Source: an optimization exercise on an open RTL-to-GDS flow (aim: small area, a short achievable clock period and few clock cycles per item). Production flows keep margins and buffers that such runs may drop. The RTL was checked by simulation tests, not by an equivalence proof against the original design.

**flow/design.v**
```verilog
`default_nettype none
package macc_pkg;
  typedef logic signed [16-1:0] data_t;  
  typedef logic signed [(2*16 + 4)-1:0] acc_t;  
  typedef logic [4-1:0] len_t;  
  typedef logic [4-1:0] filt_t;  
endpackage
`default_nettype wire
`timescale 1ns/1ps
`default_nettype none
module psum_sequencer (
  input logic clk,
  input logic rst_n,
  input logic mac_begin,
  input logic acc_begin,
  input macc_pkg::len_t conv_len,
  input macc_pkg::filt_t filter_num,
  output logic issue_first,  
  output logic issue_last,  
  output logic issue_end,  
  output logic run_acc,  
  output logic mul_enable,
  output logic acc_enable,
  output macc_pkg::len_t cnt_a,
  output macc_pkg::filt_t cnt_b
);
  logic idle;
  logic start_mul;
  logic start_acc;
  logic a_last;  
  logic b_last;  
  macc_pkg::len_t a_inc;
  macc_pkg::filt_t b_inc;
  assign idle = ~mul_enable & ~acc_enable;
  assign start_mul = idle & mac_begin & ~acc_begin;
  assign start_acc = idle & acc_begin & ~mac_begin;
  assign a_inc = cnt_a + 1'b1;
  assign b_inc = cnt_b + 1'b1;
  assign a_last = (a_inc == (acc_enable ? filter_num : conv_len));
  assign b_last = (b_inc == filter_num);
  always_ff @(posedge clk or negedge rst_n) begin
    if (!rst_n) begin
      mul_enable <= 1'b0;
      acc_enable <= 1'b0;
    end else begin
      mul_enable <= start_mul | (mul_enable & ~(a_last & b_last));
      acc_enable <= start_acc | (acc_enable & ~a_last);
    end
  end
  always_ff @(posedge clk) begin
    if (start_mul | start_acc) begin
      run_acc <= start_acc;
    end
    if (start_mul | start_acc | (mul_enable & a_last)) begin
      cnt_a <= '0;
    end else begin
      cnt_a <= a_inc;
    end
    if (start_mul) begin
      cnt_b <= '0;
    end else if (mul_enable & a_last) begin
      cnt_b <= b_inc;
    end
  end
  assign issue_first = ~mul_enable | (cnt_a == '0);
  assign issue_last = acc_enable | (mul_enable & a_last);
  assign issue_end = (acc_enable | mul_enable) & a_last & (acc_enable | b_last);
endmodule
`default_nettype wire
`timescale 1ns/1ps
`default_nettype none
module operand_stage (
  input logic clk,
  input logic rst_n,
  input logic acc_enable,
  input logic issue_first,
  input logic issue_last,
  input logic issue_end,
  input macc_pkg::data_t weight_in,
  input macc_pkg::data_t ifmap_in,
  input macc_pkg::data_t external_psum,
  input macc_pkg::acc_t internal_psum,
  output logic op_keep_s,  
  output logic op_keep_c,
  output logic op_use_i,  
  output logic op_last,
  output logic op_end,
  output macc_pkg::data_t op_w,
  output logic [7:0] op_one,  
  output logic [7:0] op_two,
  output logic [7:0] op_neg,
  output macc_pkg::acc_t op_i
);
  logic [1:0] acc_pipe;
  logic [1:0] first_pipe;
  logic [2:0] last_pipe;
  logic [2:0] end_pipe;
  logic pad_acc;  
  macc_pkg::data_t x;
  logic [16:0] xe;  
  always_ff @(posedge clk or negedge rst_n) begin
    if (!rst_n) begin
      last_pipe <= '0;
      end_pipe <= '0;
    end else begin
      last_pipe <= {last_pipe[1:0], issue_last};
      end_pipe <= {end_pipe[1:0], issue_end};
    end
  end
  assign pad_acc = acc_pipe[1];
  assign op_last = last_pipe[2];
  assign op_end = end_pipe[2];
  assign x = pad_acc ? macc_pkg::data_t'(1) : ifmap_in;
  assign xe = {x, 1'b0};
  always_ff @(posedge clk) begin
    acc_pipe <= {acc_pipe[0], acc_enable};
    first_pipe <= {first_pipe[0], issue_first};
    op_keep_s <= ~first_pipe[1];
    op_keep_c <= ~first_pipe[1];
    op_use_i <= pad_acc;
    op_w <= pad_acc ? external_psum : weight_in;
    op_i <= internal_psum;
    for (int i = 0; i < 8; i++) begin
      op_one[i] <= xe[2*i+1] ^ xe[2*i];
      op_two[i] <= (xe[2*i+2] & ~xe[2*i+1] & ~xe[2*i]) | (~xe[2*i+2] & xe[2*i+1] & xe[2*i]);
      op_neg[i] <= xe[2*i+2];
    end
  end
endmodule
`default_nettype wire
`timescale 1ns/1ps
`default_nettype none
module macc_unit (
  input logic clk,
  input logic rst_n,
  input logic op_keep_s,
  input logic op_keep_c,
  input logic op_use_i,
  input logic op_last,
  input logic op_end,
  input logic run_acc,
  input macc_pkg::data_t op_w,
  input logic [7:0] op_one,
  input logic [7:0] op_two,
  input logic [7:0] op_neg,
  input macc_pkg::acc_t op_i,
  output macc_pkg::acc_t accum_out,
  output logic psum_store,
  output logic mac_finish,
  output logic acc_finish
);
  logic [(2*16 + 4)-1:0] s_q;  
  logic [(2*16 + 4)-1:0] c_q;
  logic [(2*16 + 4)-1:0] s_fb;
  logic [(2*16 + 4)-1:0] c_fb;
  logic [(2*16 + 4)-1:0] s_d;
  logic [(2*16 + 4)-1:0] c_d;
  logic sum_last;
  logic sum_end;
  assign s_fb = (s_q & {(2*16 + 4){op_keep_s}}) | (op_i & {(2*16 + 4){op_use_i}});
  assign c_fb = c_q & {(2*16 + 4){op_keep_c}};
  macc_tree u_tree (
    .w (op_w),
    .one (op_one),
    .two (op_two),
    .neg (op_neg),
    .sfb (s_fb),
    .cfb (c_fb),
    .s_o (s_d),
    .c_o (c_d)
  );
  always_ff @(posedge clk) begin
    s_q <= s_d;
    c_q <= c_d;
    accum_out <= s_q + c_q;
  end
  always_ff @(posedge clk or negedge rst_n) begin
    if (!rst_n) begin
      sum_last <= 1'b0;
      sum_end <= 1'b0;
      psum_store <= 1'b0;
      mac_finish <= 1'b0;
      acc_finish <= 1'b0;
    end else begin
      sum_last <= op_last;
      sum_end <= op_end;
      psum_store <= sum_last;
      mac_finish <= sum_end & ~run_acc;
      acc_finish <= sum_end & run_acc;
    end
  end
endmodule
module macc_tree (
  input  logic [15:0] w,
  input  logic [7:0] one,
  input  logic [7:0] two,
  input  logic [7:0] neg,
  input  logic [35:0] sfb,
  input  logic [35:0] cfb,
  output logic [35:0] s_o,
  output logic [35:0] c_o
);
  wire pp0_0 = ((one[0] & w[0]) | (two[0] & 1'b0)) ^ neg[0];
  wire pp0_1 = ((one[0] & w[1]) | (two[0] & w[0])) ^ neg[0];
  wire pp0_2 = ((one[0] & w[2]) | (two[0] & w[1])) ^ neg[0];
  wire pp0_3 = ((one[0] & w[3]) | (two[0] & w[2])) ^ neg[0];
  wire pp0_4 = ((one[0] & w[4]) | (two[0] & w[3])) ^ neg[0];
  wire pp0_5 = ((one[0] & w[5]) | (two[0] & w[4])) ^ neg[0];
  wire pp0_6 = ((one[0] & w[6]) | (two[0] & w[5])) ^ neg[0];
  wire pp0_7 = ((one[0] & w[7]) | (two[0] & w[6])) ^ neg[0];
  wire pp0_8 = ((one[0] & w[8]) | (two[0] & w[7])) ^ neg[0];
  wire pp0_9 = ((one[0] & w[9]) | (two[0] & w[8])) ^ neg[0];
  wire pp0_10 = ((one[0] & w[10]) | (two[0] & w[9])) ^ neg[0];
  wire pp0_11 = ((one[0] & w[11]) | (two[0] & w[10])) ^ neg[0];
  wire pp0_12 = ((one[0] & w[12]) | (two[0] & w[11])) ^ neg[0];
  wire pp0_13 = ((one[0] & w[13]) | (two[0] & w[12])) ^ neg[0];
  wire pp0_14 = ((one[0] & w[14]) | (two[0] & w[13])) ^ neg[0];
  wire pp0_15 = ((one[0] & w[15]) | (two[0] & w[14])) ^ neg[0];
  wire pp0_16 = ~(((one[0] & w[15]) | (two[0] & w[15])) ^ neg[0]);
  wire pp1_0 = ((one[1] & w[0]) | (two[1] & 1'b0)) ^ neg[1];
  wire pp1_1 = ((one[1] & w[1]) | (two[1] & w[0])) ^ neg[1];
  wire pp1_2 = ((one[1] & w[2]) | (two[1] & w[1])) ^ neg[1];
  wire pp1_3 = ((one[1] & w[3]) | (two[1] & w[2])) ^ neg[1];
  wire pp1_4 = ((one[1] & w[4]) | (two[1] & w[3])) ^ neg[1];
  wire pp1_5 = ((one[1] & w[5]) | (two[1] & w[4])) ^ neg[1];
  wire pp1_6 = ((one[1] & w[6]) | (two[1] & w[5])) ^ neg[1];
  wire pp1_7 = ((one[1] & w[7]) | (two[1] & w[6])) ^ neg[1];
  wire pp1_8 = ((one[1] & w[8]) | (two[1] & w[7])) ^ neg[1];
  wire pp1_9 = ((one[1] & w[9]) | (two[1] & w[8])) ^ neg[1];
  wire pp1_10 = ((one[1] & w[10]) | (two[1] & w[9])) ^ neg[1];
  wire pp1_11 = ((one[1] & w[11]) | (two[1] & w[10])) ^ neg[1];
  wire pp1_12 = ((one[1] & w[12]) | (two[1] & w[11])) ^ neg[1];
  wire pp1_13 = ((one[1] & w[13]) | (two[1] & w[12])) ^ neg[1];
  wire pp1_14 = ((one[1] & w[14]) | (two[1] & w[13])) ^ neg[1];
  wire pp1_15 = ((one[1] & w[15]) | (two[1] & w[14])) ^ neg[1];
  wire pp1_16 = ~(((one[1] & w[15]) | (two[1] & w[15])) ^ neg[1]);
  wire pp2_0 = ((one[2] & w[0]) | (two[2] & 1'b0)) ^ neg[2];
  wire pp2_1 = ((one[2] & w[1]) | (two[2] & w[0])) ^ neg[2];
  wire pp2_2 = ((one[2] & w[2]) | (two[2] & w[1])) ^ neg[2];
  wire pp2_3 = ((one[2] & w[3]) | (two[2] & w[2])) ^ neg[2];
  wire pp2_4 = ((one[2] & w[4]) | (two[2] & w[3])) ^ neg[2];
  wire pp2_5 = ((one[2] & w[5]) | (two[2] & w[4])) ^ neg[2];
  wire pp2_6 = ((one[2] & w[6]) | (two[2] & w[5])) ^ neg[2];
  wire pp2_7 = ((one[2] & w[7]) | (two[2] & w[6])) ^ neg[2];
  wire pp2_8 = ((one[2] & w[8]) | (two[2] & w[7])) ^ neg[2];
  wire pp2_9 = ((one[2] & w[9]) | (two[2] & w[8])) ^ neg[2];
  wire pp2_10 = ((one[2] & w[10]) | (two[2] & w[9])) ^ neg[2];
  wire pp2_11 = ((one[2] & w[11]) | (two[2] & w[10])) ^ neg[2];
  wire pp2_12 = ((one[2] & w[12]) | (two[2] & w[11])) ^ neg[2];
  wire pp2_13 = ((one[2] & w[13]) | (two[2] & w[12])) ^ neg[2];
  wire pp2_14 = ((one[2] & w[14]) | (two[2] & w[13])) ^ neg[2];
  wire pp2_15 = ((one[2] & w[15]) | (two[2] & w[14])) ^ neg[2];
  wire pp2_16 = ~(((one[2] & w[15]) | (two[2] & w[15])) ^ neg[2]);
  wire pp3_0 = ((one[3] & w[0]) | (two[3] & 1'b0)) ^ neg[3];
  wire pp3_1 = ((one[3] & w[1]) | (two[3] & w[0])) ^ neg[3];
  wire pp3_2 = ((one[3] & w[2]) | (two[3] & w[1])) ^ neg[3];
  wire pp3_3 = ((one[3] & w[3]) | (two[3] & w[2])) ^ neg[3];
  wire pp3_4 = ((one[3] & w[4]) | (two[3] & w[3])) ^ neg[3];
  wire pp3_5 = ((one[3] & w[5]) | (two[3] & w[4])) ^ neg[3];
  wire pp3_6 = ((one[3] & w[6]) | (two[3] & w[5])) ^ neg[3];
  wire pp3_7 = ((one[3] & w[7]) | (two[3] & w[6])) ^ neg[3];
  wire pp3_8 = ((one[3] & w[8]) | (two[3] & w[7])) ^ neg[3];
  wire pp3_9 = ((one[3] & w[9]) | (two[3] & w[8])) ^ neg[3];
  wire pp3_10 = ((one[3] & w[10]) | (two[3] & w[9])) ^ neg[3];
  wire pp3_11 = ((one[3] & w[11]) | (two[3] & w[10])) ^ neg[3];
  wire pp3_12 = ((one[3] & w[12]) | (two[3] & w[11])) ^ neg[3];
  wire pp3_13 = ((one[3] & w[13]) | (two[3] & w[12])) ^ neg[3];
  wire pp3_14 = ((one[3] & w[14]) | (two[3] & w[13])) ^ neg[3];
  wire pp3_15 = ((one[3] & w[15]) | (two[3] & w[14])) ^ neg[3];
  wire pp3_16 = ~(((one[3] & w[15]) | (two[3] & w[15])) ^ neg[3]);
  wire pp4_0 = ((one[4] & w[0]) | (two[4] & 1'b0)) ^ neg[4];
  wire pp4_1 = ((one[4] & w[1]) | (two[4] & w[0])) ^ neg[4];
  wire pp4_2 = ((one[4] & w[2]) | (two[4] & w[1])) ^ neg[4];
  wire pp4_3 = ((one[4] & w[3]) | (two[4] & w[2])) ^ neg[4];
  wire pp4_4 = ((one[4] & w[4]) | (two[4] & w[3])) ^ neg[4];
  wire pp4_5 = ((one[4] & w[5]) | (two[4] & w[4])) ^ neg[4];
  wire pp4_6 = ((one[4] & w[6]) | (two[4] & w[5])) ^ neg[4];
  wire pp4_7 = ((one[4] & w[7]) | (two[4] & w[6])) ^ neg[4];
  wire pp4_8 = ((one[4] & w[8]) | (two[4] & w[7])) ^ neg[4];
  wire pp4_9 = ((one[4] & w[9]) | (two[4] & w[8])) ^ neg[4];
  wire pp4_10 = ((one[4] & w[10]) | (two[4] & w[9])) ^ neg[4];
  wire pp4_11 = ((one[4] & w[11]) | (two[4] & w[10])) ^ neg[4];
  wire pp4_12 = ((one[4] & w[12]) | (two[4] & w[11])) ^ neg[4];
  wire pp4_13 = ((one[4] & w[13]) | (two[4] & w[12])) ^ neg[4];
  wire pp4_14 = ((one[4] & w[14]) | (two[4] & w[13])) ^ neg[4];
  wire pp4_15 = ((one[4] & w[15]) | (two[4] & w[14])) ^ neg[4];
  wire pp4_16 = ~(((one[4] & w[15]) | (two[4] & w[15])) ^ neg[4]);
  wire pp5_0 = ((one[5] & w[0]) | (two[5] & 1'b0)) ^ neg[5];
  wire pp5_1 = ((one[5] & w[1]) | (two[5] & w[0])) ^ neg[5];
  wire pp5_2 = ((one[5] & w[2]) | (two[5] & w[1])) ^ neg[5];
  wire pp5_3 = ((one[5] & w[3]) | (two[5] & w[2])) ^ neg[5];
  wire pp5_4 = ((one[5] & w[4]) | (two[5] & w[3])) ^ neg[5];
  wire pp5_5 = ((one[5] & w[5]) | (two[5] & w[4])) ^ neg[5];
  wire pp5_6 = ((one[5] & w[6]) | (two[5] & w[5])) ^ neg[5];
  wire pp5_7 = ((one[5] & w[7]) | (two[5] & w[6])) ^ neg[5];
  wire pp5_8 = ((one[5] & w[8]) | (two[5] & w[7])) ^ neg[5];
  wire pp5_9 = ((one[5] & w[9]) | (two[5] & w[8])) ^ neg[5];
  wire pp5_10 = ((one[5] & w[10]) | (two[5] & w[9])) ^ neg[5];
  wire pp5_11 = ((one[5] & w[11]) | (two[5] & w[10])) ^ neg[5];
  wire pp5_12 = ((one[5] & w[12]) | (two[5] & w[11])) ^ neg[5];
  wire pp5_13 = ((one[5] & w[13]) | (two[5] & w[12])) ^ neg[5];
  wire pp5_14 = ((one[5] & w[14]) | (two[5] & w[13])) ^ neg[5];
  wire pp5_15 = ((one[5] & w[15]) | (two[5] & w[14])) ^ neg[5];
  wire pp5_16 = ~(((one[5] & w[15]) | (two[5] & w[15])) ^ neg[5]);
  wire pp6_0 = ((one[6] & w[0]) | (two[6] & 1'b0)) ^ neg[6];
  wire pp6_1 = ((one[6] & w[1]) | (two[6] & w[0])) ^ neg[6];
  wire pp6_2 = ((one[6] & w[2]) | (two[6] & w[1])) ^ neg[6];
  wire pp6_3 = ((one[6] & w[3]) | (two[6] & w[2])) ^ neg[6];
  wire pp6_4 = ((one[6] & w[4]) | (two[6] & w[3])) ^ neg[6];
  wire pp6_5 = ((one[6] & w[5]) | (two[6] & w[4])) ^ neg[6];
  wire pp6_6 = ((one[6] & w[6]) | (two[6] & w[5])) ^ neg[6];
  wire pp6_7 = ((one[6] & w[7]) | (two[6] & w[6])) ^ neg[6];
  wire pp6_8 = ((one[6] & w[8]) | (two[6] & w[7])) ^ neg[6];
  wire pp6_9 = ((one[6] & w[9]) | (two[6] & w[8])) ^ neg[6];
  wire pp6_10 = ((one[6] & w[10]) | (two[6] & w[9])) ^ neg[6];
  wire pp6_11 = ((one[6] & w[11]) | (two[6] & w[10])) ^ neg[6];
  wire pp6_12 = ((one[6] & w[12]) | (two[6] & w[11])) ^ neg[6];
  wire pp6_13 = ((one[6] & w[13]) | (two[6] & w[12])) ^ neg[6];
  wire pp6_14 = ((one[6] & w[14]) | (two[6] & w[13])) ^ neg[6];
  wire pp6_15 = ((one[6] & w[15]) | (two[6] & w[14])) ^ neg[6];
  wire pp6_16 = ~(((one[6] & w[15]) | (two[6] & w[15])) ^ neg[6]);
  wire pp7_0 = ((one[7] & w[0]) | (two[7] & 1'b0)) ^ neg[7];
  wire pp7_1 = ((one[7] & w[1]) | (two[7] & w[0])) ^ neg[7];
  wire pp7_2 = ((one[7] & w[2]) | (two[7] & w[1])) ^ neg[7];
  wire pp7_3 = ((one[7] & w[3]) | (two[7] & w[2])) ^ neg[7];
  wire pp7_4 = ((one[7] & w[4]) | (two[7] & w[3])) ^ neg[7];
  wire pp7_5 = ((one[7] & w[5]) | (two[7] & w[4])) ^ neg[7];
  wire pp7_6 = ((one[7] & w[6]) | (two[7] & w[5])) ^ neg[7];
  wire pp7_7 = ((one[7] & w[7]) | (two[7] & w[6])) ^ neg[7];
  wire pp7_8 = ((one[7] & w[8]) | (two[7] & w[7])) ^ neg[7];
  wire pp7_9 = ((one[7] & w[9]) | (two[7] & w[8])) ^ neg[7];
  wire pp7_10 = ((one[7] & w[10]) | (two[7] & w[9])) ^ neg[7];
  wire pp7_11 = ((one[7] & w[11]) | (two[7] & w[10])) ^ neg[7];
  wire pp7_12 = ((one[7] & w[12]) | (two[7] & w[11])) ^ neg[7];
  wire pp7_13 = ((one[7] & w[13]) | (two[7] & w[12])) ^ neg[7];
  wire pp7_14 = ((one[7] & w[14]) | (two[7] & w[13])) ^ neg[7];
  wire pp7_15 = ((one[7] & w[15]) | (two[7] & w[14])) ^ neg[7];
  wire pp7_16 = ~(((one[7] & w[15]) | (two[7] & w[15])) ^ neg[7]);
  wire s1, s1c;
  assign s1 = neg[0] ^ sfb[0] ^ cfb[0];
  assign s1c = (neg[0] & sfb[0]) | (neg[0] & cfb[0]) | (sfb[0] & cfb[0]);
  wire s2, s2c;
  assign s2 = sfb[1] ^ cfb[1] ^ pp0_1;
  assign s2c = (sfb[1] & cfb[1]) | (sfb[1] & pp0_1) | (cfb[1] & pp0_1);
  wire s3, s3c;
  assign s3 = neg[1] ^ sfb[2] ^ cfb[2];
  assign s3c = (neg[1] & sfb[2]) | (neg[1] & cfb[2]) | (sfb[2] & cfb[2]);
  wire s4, s4c;
  assign s4 = pp0_2 ^ pp1_0 ^ s3;
  assign s4c = (pp0_2 & pp1_0) | (pp0_2 & s3) | (pp1_0 & s3);
  wire s5, s5c;
  assign s5 = sfb[3] ^ cfb[3] ^ pp0_3;
  assign s5c = (sfb[3] & cfb[3]) | (sfb[3] & pp0_3) | (cfb[3] & pp0_3);
  wire s6, s6c;
  assign s6 = pp1_1 ^ s3c ^ s5;
  assign s6c = (pp1_1 & s3c) | (pp1_1 & s5) | (s3c & s5);
  wire s7, s7c;
  assign s7 = neg[2] ^ sfb[4] ^ cfb[4];
  assign s7c = (neg[2] & sfb[4]) | (neg[2] & cfb[4]) | (sfb[4] & cfb[4]);
  wire s8, s8c;
  assign s8 = pp0_4 ^ pp1_2 ^ pp2_0;
  assign s8c = (pp0_4 & pp1_2) | (pp0_4 & pp2_0) | (pp1_2 & pp2_0);
  wire s9, s9c;
  assign s9 = s7 ^ s5c ^ s8;
  assign s9c = (s7 & s5c) | (s7 & s8) | (s5c & s8);
  wire s10, s10c;
  assign s10 = sfb[5] ^ cfb[5] ^ pp0_5;
  assign s10c = (sfb[5] & cfb[5]) | (sfb[5] & pp0_5) | (cfb[5] & pp0_5);
  wire s11, s11c;
  assign s11 = pp1_3 ^ pp2_1 ^ s7c;
  assign s11c = (pp1_3 & pp2_1) | (pp1_3 & s7c) | (pp2_1 & s7c);
  wire s12, s12c;
  assign s12 = s8c ^ s10 ^ s11;
  assign s12c = (s8c & s10) | (s8c & s11) | (s10 & s11);
  wire s13, s13c;
  assign s13 = neg[3] ^ sfb[6] ^ cfb[6];
  assign s13c = (neg[3] & sfb[6]) | (neg[3] & cfb[6]) | (sfb[6] & cfb[6]);
  wire s14, s14c;
  assign s14 = pp0_6 ^ pp1_4 ^ pp2_2;
  assign s14c = (pp0_6 & pp1_4) | (pp0_6 & pp2_2) | (pp1_4 & pp2_2);
  wire s15, s15c;
  assign s15 = pp3_0 ^ s13 ^ s10c;
  assign s15c = (pp3_0 & s13) | (pp3_0 & s10c) | (s13 & s10c);
  wire s16, s16c;
  assign s16 = s14 ^ s11c ^ s15;
  assign s16c = (s14 & s11c) | (s14 & s15) | (s11c & s15);
  wire s17, s17c;
  assign s17 = sfb[7] ^ cfb[7] ^ pp0_7;
  assign s17c = (sfb[7] & cfb[7]) | (sfb[7] & pp0_7) | (cfb[7] & pp0_7);
  wire s18, s18c;
  assign s18 = pp1_5 ^ pp2_3 ^ pp3_1;
  assign s18c = (pp1_5 & pp2_3) | (pp1_5 & pp3_1) | (pp2_3 & pp3_1);
  wire s19, s19c;
  assign s19 = s13c ^ s14c ^ s17;
  assign s19c = (s13c & s14c) | (s13c & s17) | (s14c & s17);
  wire s20, s20c;
  assign s20 = s18 ^ s15c ^ s19;
  assign s20c = (s18 & s15c) | (s18 & s19) | (s15c & s19);
  wire s21, s21c;
  assign s21 = neg[4] ^ sfb[8] ^ cfb[8];
  assign s21c = (neg[4] & sfb[8]) | (neg[4] & cfb[8]) | (sfb[8] & cfb[8]);
  wire s22, s22c;
  assign s22 = pp0_8 ^ pp1_6 ^ pp2_4;
  assign s22c = (pp0_8 & pp1_6) | (pp0_8 & pp2_4) | (pp1_6 & pp2_4);
  wire s23, s23c;
  assign s23 = pp3_2 ^ pp4_0 ^ s21;
  assign s23c = (pp3_2 & pp4_0) | (pp3_2 & s21) | (pp4_0 & s21);
  wire s24, s24c;
  assign s24 = s17c ^ s18c ^ s22;
  assign s24c = (s17c & s18c) | (s17c & s22) | (s18c & s22);
  wire s25, s25c;
  assign s25 = s23 ^ s19c ^ s24;
  assign s25c = (s23 & s19c) | (s23 & s24) | (s19c & s24);
  wire s26, s26c;
  assign s26 = sfb[9] ^ cfb[9] ^ pp0_9;
  assign s26c = (sfb[9] & cfb[9]) | (sfb[9] & pp0_9) | (cfb[9] & pp0_9);
  wire s27, s27c;
  assign s27 = pp1_7 ^ pp2_5 ^ pp3_3;
  assign s27c = (pp1_7 & pp2_5) | (pp1_7 & pp3_3) | (pp2_5 & pp3_3);
  wire s28, s28c;
  assign s28 = pp4_1 ^ s21c ^ s22c;
  assign s28c = (pp4_1 & s21c) | (pp4_1 & s22c) | (s21c & s22c);
  wire s29, s29c;
  assign s29 = s26 ^ s27 ^ s23c;
  assign s29c = (s26 & s27) | (s26 & s23c) | (s27 & s23c);
  wire s30, s30c;
  assign s30 = s24c ^ s28 ^ s29;
  assign s30c = (s24c & s28) | (s24c & s29) | (s28 & s29);
  wire s31, s31c;
  assign s31 = neg[5] ^ sfb[10] ^ cfb[10];
  assign s31c = (neg[5] & sfb[10]) | (neg[5] & cfb[10]) | (sfb[10] & cfb[10]);
  wire s32, s32c;
  assign s32 = pp0_10 ^ pp1_8 ^ pp2_6;
  assign s32c = (pp0_10 & pp1_8) | (pp0_10 & pp2_6) | (pp1_8 & pp2_6);
  wire s33, s33c;
  assign s33 = pp3_4 ^ pp4_2 ^ pp5_0;
  assign s33c = (pp3_4 & pp4_2) | (pp3_4 & pp5_0) | (pp4_2 & pp5_0);
  wire s34, s34c;
  assign s34 = s31 ^ s26c ^ s27c;
  assign s34c = (s31 & s26c) | (s31 & s27c) | (s26c & s27c);
  wire s35, s35c;
  assign s35 = s32 ^ s33 ^ s28c;
  assign s35c = (s32 & s33) | (s32 & s28c) | (s33 & s28c);
  wire s36, s36c;
  assign s36 = s34 ^ s29c ^ s35;
  assign s36c = (s34 & s29c) | (s34 & s35) | (s29c & s35);
  wire s37, s37c;
  assign s37 = sfb[11] ^ cfb[11] ^ pp0_11;
  assign s37c = (sfb[11] & cfb[11]) | (sfb[11] & pp0_11) | (cfb[11] & pp0_11);
  wire s38, s38c;
  assign s38 = pp1_9 ^ pp2_7 ^ pp3_5;
  assign s38c = (pp1_9 & pp2_7) | (pp1_9 & pp3_5) | (pp2_7 & pp3_5);
  wire s39, s39c;
  assign s39 = pp4_3 ^ pp5_1 ^ s31c;
  assign s39c = (pp4_3 & pp5_1) | (pp4_3 & s31c) | (pp5_1 & s31c);
  wire s40, s40c;
  assign s40 = s32c ^ s33c ^ s37;
  assign s40c = (s32c & s33c) | (s32c & s37) | (s33c & s37);
  wire s41, s41c;
  assign s41 = s38 ^ s39 ^ s34c;
  assign s41c = (s38 & s39) | (s38 & s34c) | (s39 & s34c);
  wire s42, s42c;
  assign s42 = s40 ^ s35c ^ s41;
  assign s42c = (s40 & s35c) | (s40 & s41) | (s35c & s41);
  wire s43, s43c;
  assign s43 = neg[6] ^ sfb[12] ^ cfb[12];
  assign s43c = (neg[6] & sfb[12]) | (neg[6] & cfb[12]) | (sfb[12] & cfb[12]);
  wire s44, s44c;
  assign s44 = pp0_12 ^ pp1_10 ^ pp2_8;
  assign s44c = (pp0_12 & pp1_10) | (pp0_12 & pp2_8) | (pp1_10 & pp2_8);
  wire s45, s45c;
  assign s45 = pp3_6 ^ pp4_4 ^ pp5_2;
  assign s45c = (pp3_6 & pp4_4) | (pp3_6 & pp5_2) | (pp4_4 & pp5_2);
  wire s46, s46c;
  assign s46 = pp6_0 ^ s43 ^ s37c;
  assign s46c = (pp6_0 & s43) | (pp6_0 & s37c) | (s43 & s37c);
  wire s47, s47c;
  assign s47 = s38c ^ s44 ^ s45;
  assign s47c = (s38c & s44) | (s38c & s45) | (s44 & s45);
  wire s48, s48c;
  assign s48 = s39c ^ s40c ^ s46;
  assign s48c = (s39c & s40c) | (s39c & s46) | (s40c & s46);
  wire s49, s49c;
  assign s49 = s47 ^ s41c ^ s48;
  assign s49c = (s47 & s41c) | (s47 & s48) | (s41c & s48);
  wire s50, s50c;
  assign s50 = sfb[13] ^ cfb[13] ^ pp0_13;
  assign s50c = (sfb[13] & cfb[13]) | (sfb[13] & pp0_13) | (cfb[13] & pp0_13);
  wire s51, s51c;
  assign s51 = pp1_11 ^ pp2_9 ^ pp3_7;
  assign s51c = (pp1_11 & pp2_9) | (pp1_11 & pp3_7) | (pp2_9 & pp3_7);
  wire s52, s52c;
  assign s52 = pp4_5 ^ pp5_3 ^ pp6_1;
  assign s52c = (pp4_5 & pp5_3) | (pp4_5 & pp6_1) | (pp5_3 & pp6_1);
  wire s53, s53c;
  assign s53 = s43c ^ s44c ^ s45c;
  assign s53c = (s43c & s44c) | (s43c & s45c) | (s44c & s45c);
  wire s54, s54c;
  assign s54 = s50 ^ s51 ^ s52;
  assign s54c = (s50 & s51) | (s50 & s52) | (s51 & s52);
  wire s55, s55c;
  assign s55 = s46c ^ s47c ^ s53;
  assign s55c = (s46c & s47c) | (s46c & s53) | (s47c & s53);
  wire s56, s56c;
  assign s56 = s54 ^ s48c ^ s55;
  assign s56c = (s54 & s48c) | (s54 & s55) | (s48c & s55);
  wire s57, s57c;
  assign s57 = neg[7] ^ sfb[14] ^ cfb[14];
  assign s57c = (neg[7] & sfb[14]) | (neg[7] & cfb[14]) | (sfb[14] & cfb[14]);
  wire s58, s58c;
  assign s58 = pp0_14 ^ pp1_12 ^ pp2_10;
  assign s58c = (pp0_14 & pp1_12) | (pp0_14 & pp2_10) | (pp1_12 & pp2_10);
  wire s59, s59c;
  assign s59 = pp3_8 ^ pp4_6 ^ pp5_4;
  assign s59c = (pp3_8 & pp4_6) | (pp3_8 & pp5_4) | (pp4_6 & pp5_4);
  wire s60, s60c;
  assign s60 = pp6_2 ^ pp7_0 ^ s57;
  assign s60c = (pp6_2 & pp7_0) | (pp6_2 & s57) | (pp7_0 & s57);
  wire s61, s61c;
  assign s61 = s50c ^ s51c ^ s52c;
  assign s61c = (s50c & s51c) | (s50c & s52c) | (s51c & s52c);
  wire s62, s62c;
  assign s62 = s58 ^ s59 ^ s60;
  assign s62c = (s58 & s59) | (s58 & s60) | (s59 & s60);
  wire s63, s63c;
  assign s63 = s53c ^ s54c ^ s61;
  assign s63c = (s53c & s54c) | (s53c & s61) | (s54c & s61);
  wire s64, s64c;
  assign s64 = s62 ^ s55c ^ s63;
  assign s64c = (s62 & s55c) | (s62 & s63) | (s55c & s63);
  wire s65, s65c;
  assign s65 = sfb[15] ^ cfb[15] ^ pp0_15;
  assign s65c = (sfb[15] & cfb[15]) | (sfb[15] & pp0_15) | (cfb[15] & pp0_15);
  wire s66, s66c;
  assign s66 = pp1_13 ^ pp2_11 ^ pp3_9;
  assign s66c = (pp1_13 & pp2_11) | (pp1_13 & pp3_9) | (pp2_11 & pp3_9);
  wire s67, s67c;
  assign s67 = pp4_7 ^ pp5_5 ^ pp6_3;
  assign s67c = (pp4_7 & pp5_5) | (pp4_7 & pp6_3) | (pp5_5 & pp6_3);
  wire s68, s68c;
  assign s68 = pp7_1 ^ s57c ^ s58c;
  assign s68c = (pp7_1 & s57c) | (pp7_1 & s58c) | (s57c & s58c);
  wire s69, s69c;
  assign s69 = s59c ^ s65 ^ s66;
  assign s69c = (s59c & s65) | (s59c & s66) | (s65 & s66);
  wire s70, s70c;
  assign s70 = s67 ^ s60c ^ s61c;
  assign s70c = (s67 & s60c) | (s67 & s61c) | (s60c & s61c);
  wire s71, s71c;
  assign s71 = s68 ^ s69 ^ s62c;
  assign s71c = (s68 & s69) | (s68 & s62c) | (s69 & s62c);
  wire s72, s72c;
  assign s72 = s63c ^ s70 ^ s71;
  assign s72c = (s63c & s70) | (s63c & s71) | (s70 & s71);
  wire s73, s73c;
  assign s73 = 1'b1 ^ sfb[16] ^ cfb[16];
  assign s73c = (1'b1 & sfb[16]) | (1'b1 & cfb[16]) | (sfb[16] & cfb[16]);
  wire s74, s74c;
  assign s74 = pp0_16 ^ pp1_14 ^ pp2_12;
  assign s74c = (pp0_16 & pp1_14) | (pp0_16 & pp2_12) | (pp1_14 & pp2_12);
  wire s75, s75c;
  assign s75 = pp3_10 ^ pp4_8 ^ pp5_6;
  assign s75c = (pp3_10 & pp4_8) | (pp3_10 & pp5_6) | (pp4_8 & pp5_6);
  wire s76, s76c;
  assign s76 = pp6_4 ^ pp7_2 ^ s73;
  assign s76c = (pp6_4 & pp7_2) | (pp6_4 & s73) | (pp7_2 & s73);
  wire s77, s77c;
  assign s77 = s65c ^ s66c ^ s67c;
  assign s77c = (s65c & s66c) | (s65c & s67c) | (s66c & s67c);
  wire s78, s78c;
  assign s78 = s74 ^ s75 ^ s76;
  assign s78c = (s74 & s75) | (s74 & s76) | (s75 & s76);
  wire s79, s79c;
  assign s79 = s68c ^ s69c ^ s77;
  assign s79c = (s68c & s69c) | (s68c & s77) | (s69c & s77);
  wire s80, s80c;
  assign s80 = s78 ^ s70c ^ s79;
  assign s80c = (s78 & s70c) | (s78 & s79) | (s70c & s79);
  wire h81, h81c;
  assign h81 = s71c ^ s80;
  assign h81c = s71c & s80;
  wire s82, s82c;
  assign s82 = 1'b1 ^ sfb[17] ^ cfb[17];
  assign s82c = (1'b1 & sfb[17]) | (1'b1 & cfb[17]) | (sfb[17] & cfb[17]);
  wire s83, s83c;
  assign s83 = pp1_15 ^ pp2_13 ^ pp3_11;
  assign s83c = (pp1_15 & pp2_13) | (pp1_15 & pp3_11) | (pp2_13 & pp3_11);
  wire s84, s84c;
  assign s84 = pp4_9 ^ pp5_7 ^ pp6_5;
  assign s84c = (pp4_9 & pp5_7) | (pp4_9 & pp6_5) | (pp5_7 & pp6_5);
  wire s85, s85c;
  assign s85 = pp7_3 ^ s73c ^ s82;
  assign s85c = (pp7_3 & s73c) | (pp7_3 & s82) | (s73c & s82);
  wire s86, s86c;
  assign s86 = s74c ^ s75c ^ s83;
  assign s86c = (s74c & s75c) | (s74c & s83) | (s75c & s83);
  wire s87, s87c;
  assign s87 = s84 ^ s76c ^ s85;
  assign s87c = (s84 & s76c) | (s84 & s85) | (s76c & s85);
  wire s88, s88c;
  assign s88 = s77c ^ s86 ^ s78c;
  assign s88c = (s77c & s86) | (s77c & s78c) | (s86 & s78c);
  wire s89, s89c;
  assign s89 = s87 ^ s79c ^ s88;
  assign s89c = (s87 & s79c) | (s87 & s88) | (s79c & s88);
  wire h90, h90c;
  assign h90 = s80c ^ s89;
  assign h90c = s80c & s89;
  wire s91, s91c;
  assign s91 = sfb[18] ^ cfb[18] ^ pp1_16;
  assign s91c = (sfb[18] & cfb[18]) | (sfb[18] & pp1_16) | (cfb[18] & pp1_16);
  wire s92, s92c;
  assign s92 = pp2_14 ^ pp3_12 ^ pp4_10;
  assign s92c = (pp2_14 & pp3_12) | (pp2_14 & pp4_10) | (pp3_12 & pp4_10);
  wire s93, s93c;
  assign s93 = pp5_8 ^ pp6_6 ^ pp7_4;
  assign s93c = (pp5_8 & pp6_6) | (pp5_8 & pp7_4) | (pp6_6 & pp7_4);
  wire s94, s94c;
  assign s94 = s82c ^ s83c ^ s84c;
  assign s94c = (s82c & s83c) | (s82c & s84c) | (s83c & s84c);
  wire s95, s95c;
  assign s95 = s91 ^ s92 ^ s93;
  assign s95c = (s91 & s92) | (s91 & s93) | (s92 & s93);
  wire s96, s96c;
  assign s96 = s85c ^ s86c ^ s94;
  assign s96c = (s85c & s86c) | (s85c & s94) | (s86c & s94);
  wire s97, s97c;
  assign s97 = s95 ^ s87c ^ s96;
  assign s97c = (s95 & s87c) | (s95 & s96) | (s87c & s96);
  wire s98, s98c;
  assign s98 = s88c ^ s97 ^ s89c;
  assign s98c = (s88c & s97) | (s88c & s89c) | (s97 & s89c);
  wire s99, s99c;
  assign s99 = 1'b1 ^ sfb[19] ^ cfb[19];
  assign s99c = (1'b1 & sfb[19]) | (1'b1 & cfb[19]) | (sfb[19] & cfb[19]);
  wire s100, s100c;
  assign s100 = pp2_15 ^ pp3_13 ^ pp4_11;
  assign s100c = (pp2_15 & pp3_13) | (pp2_15 & pp4_11) | (pp3_13 & pp4_11);
  wire s101, s101c;
  assign s101 = pp5_9 ^ pp6_7 ^ pp7_5;
  assign s101c = (pp5_9 & pp6_7) | (pp5_9 & pp7_5) | (pp6_7 & pp7_5);
  wire s102, s102c;
  assign s102 = s99 ^ s91c ^ s92c;
  assign s102c = (s99 & s91c) | (s99 & s92c) | (s91c & s92c);
  wire s103, s103c;
  assign s103 = s93c ^ s100 ^ s101;
  assign s103c = (s93c & s100) | (s93c & s101) | (s100 & s101);
  wire s104, s104c;
  assign s104 = s94c ^ s95c ^ s102;
  assign s104c = (s94c & s95c) | (s94c & s102) | (s95c & s102);
  wire s105, s105c;
  assign s105 = s103 ^ s96c ^ s104;
  assign s105c = (s103 & s96c) | (s103 & s104) | (s96c & s104);
  wire h106, h106c;
  assign h106 = s97c ^ s105;
  assign h106c = s97c & s105;
  wire s107, s107c;
  assign s107 = sfb[20] ^ cfb[20] ^ pp2_16;
  assign s107c = (sfb[20] & cfb[20]) | (sfb[20] & pp2_16) | (cfb[20] & pp2_16);
  wire s108, s108c;
  assign s108 = pp3_14 ^ pp4_12 ^ pp5_10;
  assign s108c = (pp3_14 & pp4_12) | (pp3_14 & pp5_10) | (pp4_12 & pp5_10);
  wire s109, s109c;
  assign s109 = pp6_8 ^ pp7_6 ^ s99c;
  assign s109c = (pp6_8 & pp7_6) | (pp6_8 & s99c) | (pp7_6 & s99c);
  wire s110, s110c;
  assign s110 = s100c ^ s101c ^ s107;
  assign s110c = (s100c & s101c) | (s100c & s107) | (s101c & s107);
  wire s111, s111c;
  assign s111 = s108 ^ s109 ^ s102c;
  assign s111c = (s108 & s109) | (s108 & s102c) | (s109 & s102c);
  wire s112, s112c;
  assign s112 = s103c ^ s110 ^ s104c;
  assign s112c = (s103c & s110) | (s103c & s104c) | (s110 & s104c);
  wire s113, s113c;
  assign s113 = s111 ^ s105c ^ s112;
  assign s113c = (s111 & s105c) | (s111 & s112) | (s105c & s112);
  wire s114, s114c;
  assign s114 = 1'b1 ^ sfb[21] ^ cfb[21];
  assign s114c = (1'b1 & sfb[21]) | (1'b1 & cfb[21]) | (sfb[21] & cfb[21]);
  wire s115, s115c;
  assign s115 = pp3_15 ^ pp4_13 ^ pp5_11;
  assign s115c = (pp3_15 & pp4_13) | (pp3_15 & pp5_11) | (pp4_13 & pp5_11);
  wire s116, s116c;
  assign s116 = pp6_9 ^ pp7_7 ^ s114;
  assign s116c = (pp6_9 & pp7_7) | (pp6_9 & s114) | (pp7_7 & s114);
  wire s117, s117c;
  assign s117 = s107c ^ s108c ^ s115;
  assign s117c = (s107c & s108c) | (s107c & s115) | (s108c & s115);
  wire s118, s118c;
  assign s118 = s109c ^ s116 ^ s110c;
  assign s118c = (s109c & s116) | (s109c & s110c) | (s116 & s110c);
  wire s119, s119c;
  assign s119 = s117 ^ s111c ^ s118;
  assign s119c = (s117 & s111c) | (s117 & s118) | (s111c & s118);
  wire h120, h120c;
  assign h120 = s112c ^ s119;
  assign h120c = s112c & s119;
  wire s121, s121c;
  assign s121 = sfb[22] ^ cfb[22] ^ pp3_16;
  assign s121c = (sfb[22] & cfb[22]) | (sfb[22] & pp3_16) | (cfb[22] & pp3_16);
  wire s122, s122c;
  assign s122 = pp4_14 ^ pp5_12 ^ pp6_10;
  assign s122c = (pp4_14 & pp5_12) | (pp4_14 & pp6_10) | (pp5_12 & pp6_10);
  wire s123, s123c;
  assign s123 = pp7_8 ^ s114c ^ s115c;
  assign s123c = (pp7_8 & s114c) | (pp7_8 & s115c) | (s114c & s115c);
  wire s124, s124c;
  assign s124 = s121 ^ s122 ^ s116c;
  assign s124c = (s121 & s122) | (s121 & s116c) | (s122 & s116c);
  wire s125, s125c;
  assign s125 = s117c ^ s123 ^ s124;
  assign s125c = (s117c & s123) | (s117c & s124) | (s123 & s124);
  wire s126, s126c;
  assign s126 = s118c ^ s125 ^ s119c;
  assign s126c = (s118c & s125) | (s118c & s119c) | (s125 & s119c);
  wire s127, s127c;
  assign s127 = 1'b1 ^ sfb[23] ^ cfb[23];
  assign s127c = (1'b1 & sfb[23]) | (1'b1 & cfb[23]) | (sfb[23] & cfb[23]);
  wire s128, s128c;
  assign s128 = pp4_15 ^ pp5_13 ^ pp6_11;
  assign s128c = (pp4_15 & pp5_13) | (pp4_15 & pp6_11) | (pp5_13 & pp6_11);
  wire s129, s129c;
  assign s129 = pp7_9 ^ s127 ^ s121c;
  assign s129c = (pp7_9 & s127) | (pp7_9 & s121c) | (s127 & s121c);
  wire s130, s130c;
  assign s130 = s122c ^ s128 ^ s123c;
  assign s130c = (s122c & s128) | (s122c & s123c) | (s128 & s123c);
  wire s131, s131c;
  assign s131 = s129 ^ s124c ^ s130;
  assign s131c = (s129 & s124c) | (s129 & s130) | (s124c & s130);
  wire h132, h132c;
  assign h132 = s125c ^ s131;
  assign h132c = s125c & s131;
  wire s133, s133c;
  assign s133 = sfb[24] ^ cfb[24] ^ pp4_16;
  assign s133c = (sfb[24] & cfb[24]) | (sfb[24] & pp4_16) | (cfb[24] & pp4_16);
  wire s134, s134c;
  assign s134 = pp5_14 ^ pp6_12 ^ pp7_10;
  assign s134c = (pp5_14 & pp6_12) | (pp5_14 & pp7_10) | (pp6_12 & pp7_10);
  wire s135, s135c;
  assign s135 = s127c ^ s128c ^ s133;
  assign s135c = (s127c & s128c) | (s127c & s133) | (s128c & s133);
  wire s136, s136c;
  assign s136 = s134 ^ s129c ^ s135;
  assign s136c = (s134 & s129c) | (s134 & s135) | (s129c & s135);
  wire s137, s137c;
  assign s137 = s130c ^ s136 ^ s131c;
  assign s137c = (s130c & s136) | (s130c & s131c) | (s136 & s131c);
  wire s138, s138c;
  assign s138 = 1'b1 ^ sfb[25] ^ cfb[25];
  assign s138c = (1'b1 & sfb[25]) | (1'b1 & cfb[25]) | (sfb[25] & cfb[25]);
  wire s139, s139c;
  assign s139 = pp5_15 ^ pp6_13 ^ pp7_11;
  assign s139c = (pp5_15 & pp6_13) | (pp5_15 & pp7_11) | (pp6_13 & pp7_11);
  wire s140, s140c;
  assign s140 = s138 ^ s133c ^ s134c;
  assign s140c = (s138 & s133c) | (s138 & s134c) | (s133c & s134c);
  wire s141, s141c;
  assign s141 = s139 ^ s135c ^ s140;
  assign s141c = (s139 & s135c) | (s139 & s140) | (s135c & s140);
  wire h142, h142c;
  assign h142 = s136c ^ s141;
  assign h142c = s136c & s141;
  wire s143, s143c;
  assign s143 = sfb[26] ^ cfb[26] ^ pp5_16;
  assign s143c = (sfb[26] & cfb[26]) | (sfb[26] & pp5_16) | (cfb[26] & pp5_16);
  wire s144, s144c;
  assign s144 = pp6_14 ^ pp7_12 ^ s138c;
  assign s144c = (pp6_14 & pp7_12) | (pp6_14 & s138c) | (pp7_12 & s138c);
  wire s145, s145c;
  assign s145 = s139c ^ s143 ^ s144;
  assign s145c = (s139c & s143) | (s139c & s144) | (s143 & s144);
  wire s146, s146c;
  assign s146 = s140c ^ s145 ^ s141c;
  assign s146c = (s140c & s145) | (s140c & s141c) | (s145 & s141c);
  wire s147, s147c;
  assign s147 = 1'b1 ^ sfb[27] ^ cfb[27];
  assign s147c = (1'b1 & sfb[27]) | (1'b1 & cfb[27]) | (sfb[27] & cfb[27]);
  wire s148, s148c;
  assign s148 = pp6_15 ^ pp7_13 ^ s147;
  assign s148c = (pp6_15 & pp7_13) | (pp6_15 & s147) | (pp7_13 & s147);
  wire s149, s149c;
  assign s149 = s143c ^ s144c ^ s148;
  assign s149c = (s143c & s144c) | (s143c & s148) | (s144c & s148);
  wire h150, h150c;
  assign h150 = s145c ^ s149;
  assign h150c = s145c & s149;
  wire s151, s151c;
  assign s151 = sfb[28] ^ cfb[28] ^ pp6_16;
  assign s151c = (sfb[28] & cfb[28]) | (sfb[28] & pp6_16) | (cfb[28] & pp6_16);
  wire s152, s152c;
  assign s152 = pp7_14 ^ s147c ^ s151;
  assign s152c = (pp7_14 & s147c) | (pp7_14 & s151) | (s147c & s151);
  wire s153, s153c;
  assign s153 = s148c ^ s152 ^ s149c;
  assign s153c = (s148c & s152) | (s148c & s149c) | (s152 & s149c);
  wire s154, s154c;
  assign s154 = 1'b1 ^ sfb[29] ^ cfb[29];
  assign s154c = (1'b1 & sfb[29]) | (1'b1 & cfb[29]) | (sfb[29] & cfb[29]);
  wire s155, s155c;
  assign s155 = pp7_15 ^ s154 ^ s151c;
  assign s155c = (pp7_15 & s154) | (pp7_15 & s151c) | (s154 & s151c);
  wire h156, h156c;
  assign h156 = s152c ^ s155;
  assign h156c = s152c & s155;
  wire s157, s157c;
  assign s157 = sfb[30] ^ cfb[30] ^ pp7_16;
  assign s157c = (sfb[30] & cfb[30]) | (sfb[30] & pp7_16) | (cfb[30] & pp7_16);
  wire s158, s158c;
  assign s158 = s154c ^ s157 ^ s155c;
  assign s158c = (s154c & s157) | (s154c & s155c) | (s157 & s155c);
  wire s159, s159c;
  assign s159 = 1'b1 ^ sfb[31] ^ cfb[31];
  assign s159c = (1'b1 & sfb[31]) | (1'b1 & cfb[31]) | (sfb[31] & cfb[31]);
  wire h160, h160c;
  assign h160 = s159 ^ s157c;
  assign h160c = s159 & s157c;
  wire s161, s161c;
  assign s161 = 1'b1 ^ sfb[32] ^ cfb[32];
  assign s161c = (1'b1 & sfb[32]) | (1'b1 & cfb[32]) | (sfb[32] & cfb[32]);
  wire h162, h162c;
  assign h162 = s159c ^ s161;
  assign h162c = s159c & s161;
  wire s163, s163c;
  assign s163 = 1'b1 ^ sfb[33] ^ cfb[33];
  assign s163c = (1'b1 & sfb[33]) | (1'b1 & cfb[33]) | (sfb[33] & cfb[33]);
  wire h164, h164c;
  assign h164 = s161c ^ s163;
  assign h164c = s161c & s163;
  wire s165, s165c;
  assign s165 = 1'b1 ^ sfb[34] ^ cfb[34];
  assign s165c = (1'b1 & sfb[34]) | (1'b1 & cfb[34]) | (sfb[34] & cfb[34]);
  wire h166, h166c;
  assign h166 = s163c ^ s165;
  assign h166c = s163c & s165;
  wire s167, s167c;
  assign s167 = 1'b1 ^ sfb[35] ^ cfb[35];
  assign s167c = (1'b1 & sfb[35]) | (1'b1 & cfb[35]) | (sfb[35] & cfb[35]);
  wire h168, h168c;
  assign h168 = s165c ^ s167;
  assign h168c = s165c & s167;
  assign s_o[0] = pp0_0;
  assign c_o[0] = s1;
  assign s_o[1] = s1c;
  assign c_o[1] = s2;
  assign s_o[2] = s2c;
  assign c_o[2] = s4;
  assign s_o[3] = s4c;
  assign c_o[3] = s6;
  assign s_o[4] = s6c;
  assign c_o[4] = s9;
  assign s_o[5] = s9c;
  assign c_o[5] = s12;
  assign s_o[6] = s12c;
  assign c_o[6] = s16;
  assign s_o[7] = s16c;
  assign c_o[7] = s20;
  assign s_o[8] = s20c;
  assign c_o[8] = s25;
  assign s_o[9] = s25c;
  assign c_o[9] = s30;
  assign s_o[10] = s30c;
  assign c_o[10] = s36;
  assign s_o[11] = s36c;
  assign c_o[11] = s42;
  assign s_o[12] = s42c;
  assign c_o[12] = s49;
  assign s_o[13] = s49c;
  assign c_o[13] = s56;
  assign s_o[14] = s56c;
  assign c_o[14] = s64;
  assign s_o[15] = s64c;
  assign c_o[15] = s72;
  assign s_o[16] = s72c;
  assign c_o[16] = h81;
  assign s_o[17] = h81c;
  assign c_o[17] = h90;
  assign s_o[18] = h90c;
  assign c_o[18] = s98;
  assign s_o[19] = h106;
  assign c_o[19] = s98c;
  assign s_o[20] = h106c;
  assign c_o[20] = s113;
  assign s_o[21] = h120;
  assign c_o[21] = s113c;
  assign s_o[22] = h120c;
  assign c_o[22] = s126;
  assign s_o[23] = h132;
  assign c_o[23] = s126c;
  assign s_o[24] = h132c;
  assign c_o[24] = s137;
  assign s_o[25] = h142;
  assign c_o[25] = s137c;
  assign s_o[26] = h142c;
  assign c_o[26] = s146;
  assign s_o[27] = h150;
  assign c_o[27] = s146c;
  assign s_o[28] = h150c;
  assign c_o[28] = s153;
  assign s_o[29] = h156;
  assign c_o[29] = s153c;
  assign s_o[30] = h156c;
  assign c_o[30] = s158;
  assign s_o[31] = h160;
  assign c_o[31] = s158c;
  assign s_o[32] = h162;
  assign c_o[32] = h160c;
  assign s_o[33] = h162c;
  assign c_o[33] = h164;
  assign s_o[34] = h164c;
  assign c_o[34] = h166;
  assign s_o[35] = h166c;
  assign c_o[35] = h168;
endmodule
`default_nettype wire
`timescale 1ns/1ps
`default_nettype none
module macc_control_top (
  input logic clk,
  input logic rst_n,
  input logic mac_begin,
  input logic acc_begin,
  input macc_pkg::len_t conv_len,
  input macc_pkg::filt_t filter_num,
  input macc_pkg::data_t weight_in,
  input macc_pkg::data_t ifmap_in,
  input macc_pkg::data_t external_psum,
  input macc_pkg::acc_t internal_psum,
  output logic mul_enable,
  output logic acc_enable,
  output macc_pkg::len_t cnt_a,
  output macc_pkg::filt_t cnt_b,
  output macc_pkg::acc_t accum_out,
  output logic psum_store,
  output logic mac_finish,
  output logic acc_finish
);
  logic issue_first;
  logic issue_last;
  logic issue_end;
  logic run_acc;
  logic op_keep_s;
  logic op_keep_c;
  logic op_use_i;
  logic op_last;
  logic op_end;
  macc_pkg::data_t op_w;
  logic [7:0] op_one;
  logic [7:0] op_two;
  logic [7:0] op_neg;
  macc_pkg::acc_t op_i;
  psum_sequencer u_seq (
    .clk (clk),
    .rst_n (rst_n),
    .mac_begin (mac_begin),
    .acc_begin (acc_begin),
    .conv_len (conv_len),
    .filter_num (filter_num),
    .issue_first (issue_first),
    .issue_last (issue_last),
    .issue_end (issue_end),
    .run_acc (run_acc),
    .mul_enable (mul_enable),
    .acc_enable (acc_enable),
    .cnt_a (cnt_a),
    .cnt_b (cnt_b)
  );
  operand_stage u_ops (
    .clk (clk),
    .rst_n (rst_n),
    .acc_enable (acc_enable),
    .issue_first (issue_first),
    .issue_last (issue_last),
    .issue_end (issue_end),
    .weight_in (weight_in),
    .ifmap_in (ifmap_in),
    .external_psum (external_psum),
    .internal_psum (internal_psum),
    .op_keep_s (op_keep_s),
    .op_keep_c (op_keep_c),
    .op_use_i (op_use_i),
    .op_last (op_last),
    .op_end (op_end),
    .op_w (op_w),
    .op_one (op_one),
    .op_two (op_two),
    .op_neg (op_neg),
    .op_i (op_i)
  );
  macc_unit u_mac (
    .clk (clk),
    .rst_n (rst_n),
    .op_keep_s (op_keep_s),
    .op_keep_c (op_keep_c),
    .op_use_i (op_use_i),
    .op_last (op_last),
    .op_end (op_end),
    .run_acc (run_acc),
    .op_w (op_w),
    .op_one (op_one),
    .op_two (op_two),
    .op_neg (op_neg),
    .op_i (op_i),
    .accum_out (accum_out),
    .psum_store (psum_store),
    .mac_finish (mac_finish),
    .acc_finish (acc_finish)
  );
endmodule
`default_nettype wire
```
**flow/flow/run.sh**
```bash
#!/bin/bash
# standard layout, with the port buffers made from the smallest plain buffer
set -euo pipefail
export BUFFER_PORTS_ARGS="-buffer_cell sky130_fd_sc_hd__buf_1"
bash standard.sh > standard_flow.log 2>&1
```
**flow/standard.sh**
```bash
#!/bin/bash
# synth_recipe.tcl (not shown) runs the flow's synth.tcl, then flattens the netlist and writes it again
# the make line also repeats each setting of config.mk as NAME=value (left out here)
make -C /OpenROAD-flow-scripts/flow DESIGN_CONFIG=/design/flow/config.mk WORK_HOME=/design/flow/orfs CLKGATE_MAP_FILE= SYNTH_SCRIPT=/design/flow/synth_recipe.tcl "${@:-finish}"
```
**flow/config.mk**
```make
export PLATFORM = sky130hd
export DESIGN_NAME = macc_control_top
export DESIGN_NICKNAME = macc_control_top
export VERILOG_FILES = /design/flow/design.v
export SDC_FILE = /design/flow/constraint.sdc
export NUM_CORES = 4
export LEC_CHECK = 0
export CAP_MARGIN = 20
export CORE_MARGIN = 2
export CORE_UTILIZATION = 40
export SETUP_SLACK_MARGIN = 3.5
export SLEW_MARGIN = 20
```
**flow/constraint.sdc**
```tcl
create_clock -name core_clock -period 7.0 [get_ports {clk}]
set_input_delay 1.4000 -clock core_clock [delete_from_list [all_inputs] [get_ports {clk}]]
set_output_delay 1.4000 -clock core_clock [all_outputs]
set_load 0.01 [all_outputs]
```
==> flow_summary.ini <==
[drt]
route.met3.wl_mm = 2.266
drtPass1Iterations = 5
dr.first_iter.drc_count = 871
met1_length_mm = 14.98
route.detailed.drc = 0
vias = 9577
wl_mm = 32.26
wl_per_cell_um = 16.99
top_layer_used = met4
viasPerCell = 5.043
wl_met2_mm = 14.34
ant_nets = 0

[timing]
post-route-period-util_pct = 49.03
finClkSkew_ns = 0.01294
rsz0062_at_grt = true
finalHoldViolations = 0
worst_pin_slew_ns = 1.020
worst_slack_ns = 3.568
drv_slew = 0
slew_headroom_pct = 31.05
period_needed_ns = 3.432
timing.fmax_mhz = 291.4
setup_viol = 0
totalNegativeSetupSlack_ns = 0

[outcome]
status = complete, no violations

[yosys]
yosysSeqAreaShare_pct = 31.67
synth_top_cell_by_area = dfxtp_1
synth-xor-area-share_pct = 12.33
async_flop_share_pct = 6.132
synth_top_family_by_area = adder cells
synth_edf_count = 1
ys_types = 55
synth-simple-area-share_pct = 6.082
synth_nets = 1637
ys_top_cells_by_area = dfxtp_1 29%, fa_1 21%, xnor2_1 8.8%
syn_inst = 1336
synth_top_area_share_pct = 29.06
muxShareOfSynthArea_pct = 1.688
synth_seq_cells = 212
synth-compound-area-share_pct = 14.53
syn_avg_cell_area_um2 = 10.21
synth-main-ff-cell = dfxtp_1
synth-adder-area-share_pct = 26.68
synth_warnings = 3
netlist_area_um2 = 13640

[critical_path]
end_kind = flip-flop
critPathRequiredTime_ns = 7.42
cp-start-kind = flip-flop
cp_max_fo = 16
r2r_slack_ns = 3.57
cp.arrival_ns = 3.85
setup.worst_path.class = reg -> reg
worstRegToRegCells = 9

[global_route]
track_usage_pct = 18.50
grt_pass1_wl_mm = 52.60
antenna_found_initial = 0
overflow = 0
grt_max_degree = 41
grt_pass1_vias = 9877

[cells_and_area]
stdcell_count = 1899
antennaDiodeCount = 0
nNetsFinal = 1734
drive_gt1_share_pct = 9.235
area_growth_pct = 14.22

[die]
ioPinCount = 145
core_area_um2 = 33530
rows = 67
die_y_um = 188.7
die-area_um2 = 35590
start_util_pct = 40.68
die_width_um = 188.7

[cts]
clk-insertion-delay-late_ns = 0.53
path_clk_slew_ns = 0.07
cts_tree = built
cts.hold.buffers_added = 0
cts_max_level = 1
clk_path_buf_depth = 3
clock-root-buffer = clkbuf_16
cts.sinks = 212
numCtsBuffers = 24

[min_path]
min_path_cells = 0
min_path_type = reg -> reg

[placement]
place_ws_ns = 3.056
io_buffers = 144
gp_congestion = 0.8699
dpl.hpwl_mm = 23.88
placed_cells = 1845

[run]
cap_violations = 0
-- critical path, stage by stage, from the launching register on --
cell,delay (ns)
dfxtp_2,0.57
a22oi_1,0.17
xnor2_1,0.19
fa_1,0.44
inv_1,0.10
fa_1,0.42
inv_1,0.08
fa_1,0.42
fa_1,0.52
fa_1,0.41
-- synth_stat cells (all sizes together), types with 11 or more instances --
master / number
a21o: 18
a21oi: 39
a22o: 11
a22oi: 144
and2: 13
clkbuf: 85
dfrtp: 13
dfxtp: 198
fa: 143
ha: 62
inv: 161
mux2: 16
nand2: 64
nor2: 47
nor2b: 14
o21ai: 30
xnor2: 137
xor2: 55
-- state kept, by name (all words and copies together) (netlist names), 2 cells and up --
register / cells
u_ops.acc_pipe: 2
u_seq.cnt_b: 4
u_ops.op_i: 36
u_ops.op_one: 8
u_ops.end_pipe: 3
u_ops.op_w: 16
u_mac.s_q: 36
u_ops.first_pipe: 2
u_seq.cnt_a: 4
u_ops.last_pipe: 3
u_mac.c_q: 36
u_ops.op_two: 8
u_mac.accum_out: 36
u_ops.op_neg: 8
-- cells in the final DEF (no fill, tap or decap), types with 11 or more instances in the layout --
cell | Yosys | final
a22o_1 | 11 | 11
inv_1 | 161 | 159
clkbuf_16 | 0 | 26
nand2_1 | 63 | 63
mux2_2 | 16 | 16
dfxtp_1 | 198 | 162
xnor2_1 | 137 | 137
dfrtp_1 | 13 | 13
ha_1 | 62 | 62
and2_1 | 13 | 13
fa_1 | 143 | 143
dfxtp_4 | 0 | 13
buf_4 | 0 | 15
xor2_1 | 55 | 55
dfxtp_2 | 0 | 23
a21o_1 | 18 | 18
o21ai_0 | 27 | 27
a21oi_1 | 39 | 39
a22oi_1 | 144 | 143
nor2_1 | 47 | 47
buf_1 | 6 | 144
nor2b_1 | 14 | 14
-- cell type report --
cell class	instances	area (µm²)
repair buffers	163	729.5
inverters	163	629.4
well taps	448	560.5
flip-flops and latches	212	4397
clock inverters	15	217.7
multi-input cells	869	8374
clock buffers	29	670.6
fillers	3187	17950
-- logic make-up after synthesis --
kind of cell / count (synthesis)
multiplexers: 21
adder cells (fa/ha/maj): 205
flip-flops: 212
XOR/XNOR: 192
AO/OA/AOI/OAI: 276
buffers and inverters: 255
AND/OR/NAND/NOR: 175
-- what timing repair did --
item,CTS,global route
endpoints found under the hold margin,0,0
setup buffers,5,4
endpoints found under the setup margin,26,14
resized for setup,40,23
pin swaps,0,1
gates cloned,0,1
-- routing by layer --
metal  up-vias  GRT usage, %
met5         -             0
met4         0         4.688
met3        45         3.762
met2       314         29.06
met1      4634         26.09
li1       4584             -
-- worst paths after layout --
kind                                        startpoint                           to
min reg2reg                u_ops.first_pipe[0]$_DFF_P_  u_ops.first_pipe[1]$_DFF_P_
max                              u_ops.op_w[9]$_DFF_P_        u_mac.c_q[18]$_DFF_P_
min                        u_ops.first_pipe[0]$_DFF_P_  u_ops.first_pipe[1]$_DFF_P_
max in group asynchronous                        rst_n      u_mac.sum_end$_DFF_PN0_
max reg2reg                      u_ops.op_w[9]$_DFF_P_        u_mac.c_q[18]$_DFF_P_
min in group asynchronous                        rst_n   u_mac.acc_finish$_DFF_PN0_
-- per-stage QoR --
stage,utilization (%),cell area (µm²),hold WS [ns]
5_1_grt,46.46,15580,0.3298
2_1_floorplan,-,13660,0.3096
6_report,46.46,15580,0.3239
3_5_place_dp,43.13,14460,0.3121
4_1_cts,46.12,15460,0.3242
3_3_place_gp,43.13,14460,0.3103
Testbench counts, summed over its fixed seeds: cycles 24,347, items 22,427.

## port drivers added, routing unchanged
Ports are ideal in the flow. The routed layout listed here was re-timed in OpenROAD.
Step 1: set_driving_cell puts a clkbuf_16 on clk and a buf_2 on each other input, an assumption about the parent block.
Step 2 moves the port delays by t, midway between the first and last clock arrival at a register: inputs arrive t later, outputs are due t later. That takes back most of the time a late clock gives input paths.
Slacks: no drivers / after step 1 / after step 2; pairs: no drivers / after step 1.
t, ns: 0.579
slack for setup (ns): 3.568 / 3.568 / 3.568
worst setup path at the end: register to register
After both steps setup and hold are still met in this run. For this run, drivers alone change the setup slack by 0.000 ns; drivers and shift together by 0.000 ns.
